What follows belongs to an exercise in optimizing a design on an open flow for small area; a production flow would make more cautious choices. No activity file was given, so power comes from the tool's default toggle rates.

== the previous run ==
## decode_stage_p
module decode_stage_p #(
    parameter int XLEN  = 32,
    parameter int NREG  = 32,
    parameter int CNT_W = 16
) (
    input  logic             clk,
    input  logic             rst,
    input  logic             in_valid,
    input  logic [31:0]      instr,
    input  logic [XLEN-1:0]  pc_plus4,
    input  logic             wb_we,
    input  logic [4:0]       wb_addr,
    input  logic [XLEN-1:0]  wb_data,
    input  logic             ex_memread,
    input  logic             ex_regwrite,
    input  logic [4:0]       ex_dst,
    input  logic             mem_memread,
    input  logic             mem_regwrite,
    input  logic [4:0]       mem_dst,
    input  logic [XLEN-1:0]  mem_alu,
    output logic             pc_write,
    output logic             ifid_write,
    output logic             ifid_flush,
    output logic             pc_src,
    output logic [XLEN-1:0]  branch_target,
    output logic             illegal_op,
    output logic [CNT_W-1:0] stall_cnt,
    output logic [CNT_W-1:0] flush_cnt,
    output logic             idex_valid,
    output logic [3:0]       idex_ex,
    output logic [2:0]       idex_m,
    output logic [1:0]       idex_wb,
    output logic [4:0]       idex_rs,
    output logic [4:0]       idex_rt,
    output logic [4:0]       idex_rd,
    output logic [XLEN-1:0]  idex_imm,
    output logic [XLEN-1:0]  idex_d1,
    output logic [XLEN-1:0]  idex_d2,
    output logic [XLEN-1:0]  idex_pc4
);
Size: about 3100 cells after synthesis, ~1200 flip-flops, about 370 I/O pins.
Settings: LEC_CHECK=0, CAP_MARGIN=5, CORE_MARGIN=2, CORE_UTILIZATION=60, GPL_TIMING_DRIVEN=1, SETUP_SLACK_MARGIN=0.4, SLEW_MARGIN=5, SYNTH_HIERARCHICAL=1, SYNTH_MINIMUM_KEEP_SIZE=0; clock period 8.0 ns.
standard.sh (not shown) runs the stock make flow with config.mk's settings and CLKGATE_MAP_FILE= SYNTH_SCRIPT=/design/flow/synth_recipe.tcl, a recipe that flattens the netlist after the stock synthesis.
==> flow/flow/run.sh <==
#!/bin/bash
# Layout flow: the standard flow (standard.sh, unchanged synthesis), with
# three changes to how the layout is made:
# - the input and output port buffers use the smallest buffer cell
#   (sky130_fd_sc_hd__buf_1) instead of the one buffer_ports picks by itself;
#   repair still upsizes any of them that timing or slew needs;
# - timing-driven global placement keeps none of the trial buffering and
#   resizing it does to weight the nets (GPL_KEEP_OVERFLOW=0); the usual
#   repair steps after placement, CTS and global routing still run;
# - clock tree synthesis clusters up to 25 sinks within 100 um per leaf
#   buffer and inserts no dummy loads.
# Each step's full output goes to its own log in this folder; ORFS's per-stage
# logs stay under orfs/logs/.
set -euo pipefail
bash standard.sh synth > synth.log 2>&1
bash standard.sh \
  "BUFFER_PORTS_ARGS=-buffer_cell sky130_fd_sc_hd__buf_1" \
  "GPL_KEEP_OVERFLOW=0" \
  "CTS_ARGS=-sink_clustering_enable -repair_clock_nets -sink_clustering_size 25 -sink_clustering_max_diameter 100 -dont_use_dummy_load" \
  finish > layout.log 2>&1
--- input diff the previous run..the current run ---
--- a/flow/design.v
+++ b/flow/design.v
@@ -58,48 +58,35 @@
     always_comb
         for (int i = 1; i < NREG; i++) wsel[i] = wb_we && (wb_addr == i[4:0]);
     always_ff @(posedge clk or negedge rst) begin
         if (!rst) rvalid <= '0;
         else      rvalid <= rvalid | wsel;
     end
     always_ff @(posedge clk)
         for (int i = 1; i < NREG; i++)
             if (wsel[i]) rf[i] <= wb_data;
     logic [XLEN-1:0] rd1, rd2;
-    logic [3:0] wwe_hi;
-    logic [7:0] wlo;
     logic [NREG-1:1] ren;
-    always_comb begin
-        for (int k = 0; k < 4; k++) wwe_hi[k] = wb_we && (wb_addr[4:3] == k[1:0]);
-        for (int k = 0; k < 8; k++) wlo[k] = (wb_addr[2:0] == k[2:0]);
-    end
-    for (genvar i = 1; i < NREG; i++) begin : g_ren
-        decode_stage_ren u_ren (.v(rvalid[i]), .a(wwe_hi[i/8]), .b(wlo[i%8]), .y(ren[i]));
-    end
-    logic [3:0] hi1, hi2;
-    logic [7:0] lo1, lo2;
-    logic       aeq1, aeq2;
-    always_comb begin
-        for (int k = 0; k < 4; k++) begin
-            hi1[k] = (rs[4:3] == k[1:0]);
-            hi2[k] = (rt[4:3] == k[1:0]);
-        end
-        for (int k = 0; k < 8; k++) begin
-            lo1[k] = (rs[2:0] == k[2:0]);
-            lo2[k] = (rt[2:0] == k[2:0]);
-        end
-    end
+    always_comb
+        for (int i = 1; i < NREG; i++) ren[i] = rvalid[i] && !wsel[i];
+    logic aeq1, aeq2;
     assign aeq1 = (wb_addr == rs) && (rs != 5'd0);
     assign aeq2 = (wb_addr == rt) && (rt != 5'd0);
     logic [31:0] sel1 [2];
     logic [31:0] sel2 [2];
     for (genvar q = 0; q < 2; q++) begin : g_sel
+        logic [3:0] hi1, hi2;
+        logic [7:0] lo1, lo2;
+        decode_stage_dec2 u_h1 (.a(rs[4:3]), .y(hi1));
+        decode_stage_dec2 u_h2 (.a(rt[4:3]), .y(hi2));
+        decode_stage_dec3 u_l1 (.a(rs[2:0]), .y(lo1));
+        decode_stage_dec3 u_l2 (.a(rt[2:0]), .y(lo2));
         decode_stage_and2 u_w1 (.a(wb_we), .b(aeq1), .y(sel1[q][0]));
         decode_stage_and2 u_w2 (.a(wb_we), .b(aeq2), .y(sel2[q][0]));
         for (genvar i = 1; i < NREG; i++) begin : g_i
             decode_stage_and3 u_s1 (.a(hi1[i/8]), .b(lo1[i%8]), .c(ren[i]), .y(sel1[q][i]));
             decode_stage_and3 u_s2 (.a(hi2[i/8]), .b(lo2[i%8]), .c(ren[i]), .y(sel2[q][i]));
         end
     end
     logic [XLEN-1:0] rdat [32];
     always_comb begin
         rdat[0] = wb_data;
@@ -207,16 +194,24 @@
     output logic y
 );
     assign y = a & b;
 endmodule
 module decode_stage_nand11 (
     input  logic [10:0] a,
     output logic        y
 );
     assign y = !(&a);
 endmodule
-module decode_stage_ren (
-    input  logic v, a, b,
-    output logic y
-);
-    assign y = v & !(a & b);
-endmodule
+module decode_stage_dec2 (
+    input  logic [1:0] a,
+    output logic [3:0] y
+);
+    always_comb
+        for (int k = 0; k < 4; k++) y[k] = (a == k[1:0]);
+endmodule
+module decode_stage_dec3 (
+    input  logic [2:0] a,
+    output logic [7:0] y
+);
+    always_comb
+        for (int k = 0; k < 8; k++) y[k] = (a == k[2:0]);
+endmodule
Results
| the current run | all stages done | FAIL | setup timing |
The previous run | status: complete | timing, DRC, antenna: pass
The current run vs. the previous run: total routing resource utilization after global routing rose 1.1 points, leakage power rose about 0.66%.
As of the current run, mean post-synth cell area had risen slightly compared to the previous run.
Re hold violation total from the final report: no difference whatsoever between the previous run and the current run.
Compared with the previous run, in the current run estimated wirelength of the detail-placed design saw a decrease; final non-filler cell area went up by about 0.8%; worst-case reg-to-reg path depth saw an increase; register-to-register slack decreased 0.49 ns.
The run showing the greater clock skew is the current run.
Via count was higher in the current run than in the previous run.
Compared with the previous run, in the current run setup slack of the critical path after layout shows a reduction of 0.15 ns, combinational cell fraction of total power now sits lower, post-CTS clock slew at the launch and capture registers of the worst setup and hold paths +0.02 ns, combined area of all synthesized cells dropped 0.56%.
Function was not checked in any run of this note: the RTL went through the layout flow alone.

## static timing again, ports no longer ideal
No port has a modelled driver above. Below, the same layouts with a new extraction and two added sets of constraints. Step 1 sets driving cells, clkbuf_16 on the clock port and buf_2 on the other inputs (assumed; they add their load-dependent delay and slew). Step 2, shift: input delay + t, output delay - t, t = (earliest + latest rising clock arrival at the registers) / 2. This alone moves slack from input paths to output paths. a / b / c = ideal / step 1 / step 2; a / b = the first two.
run | t, ns | setup WS [ns] | clock arrival spread, ns | worst register clock-pin slew, ns | worst data-port slew with drivers (ns)
the previous run | 0.721 | 0.110 / 0.028 / 0.028 | 0.042 / 0.042 | 0.11 / 0.11 | 0.18
the current run | 0.736 | -0.043 / -0.067 / -0.067 | 0.058 / 0.058 | 0.12 / 0.12 | 0.15
The setup slack of the previous run, which loses most, moves by -0.082 ns with the drivers and by -0.082 ns with both steps.
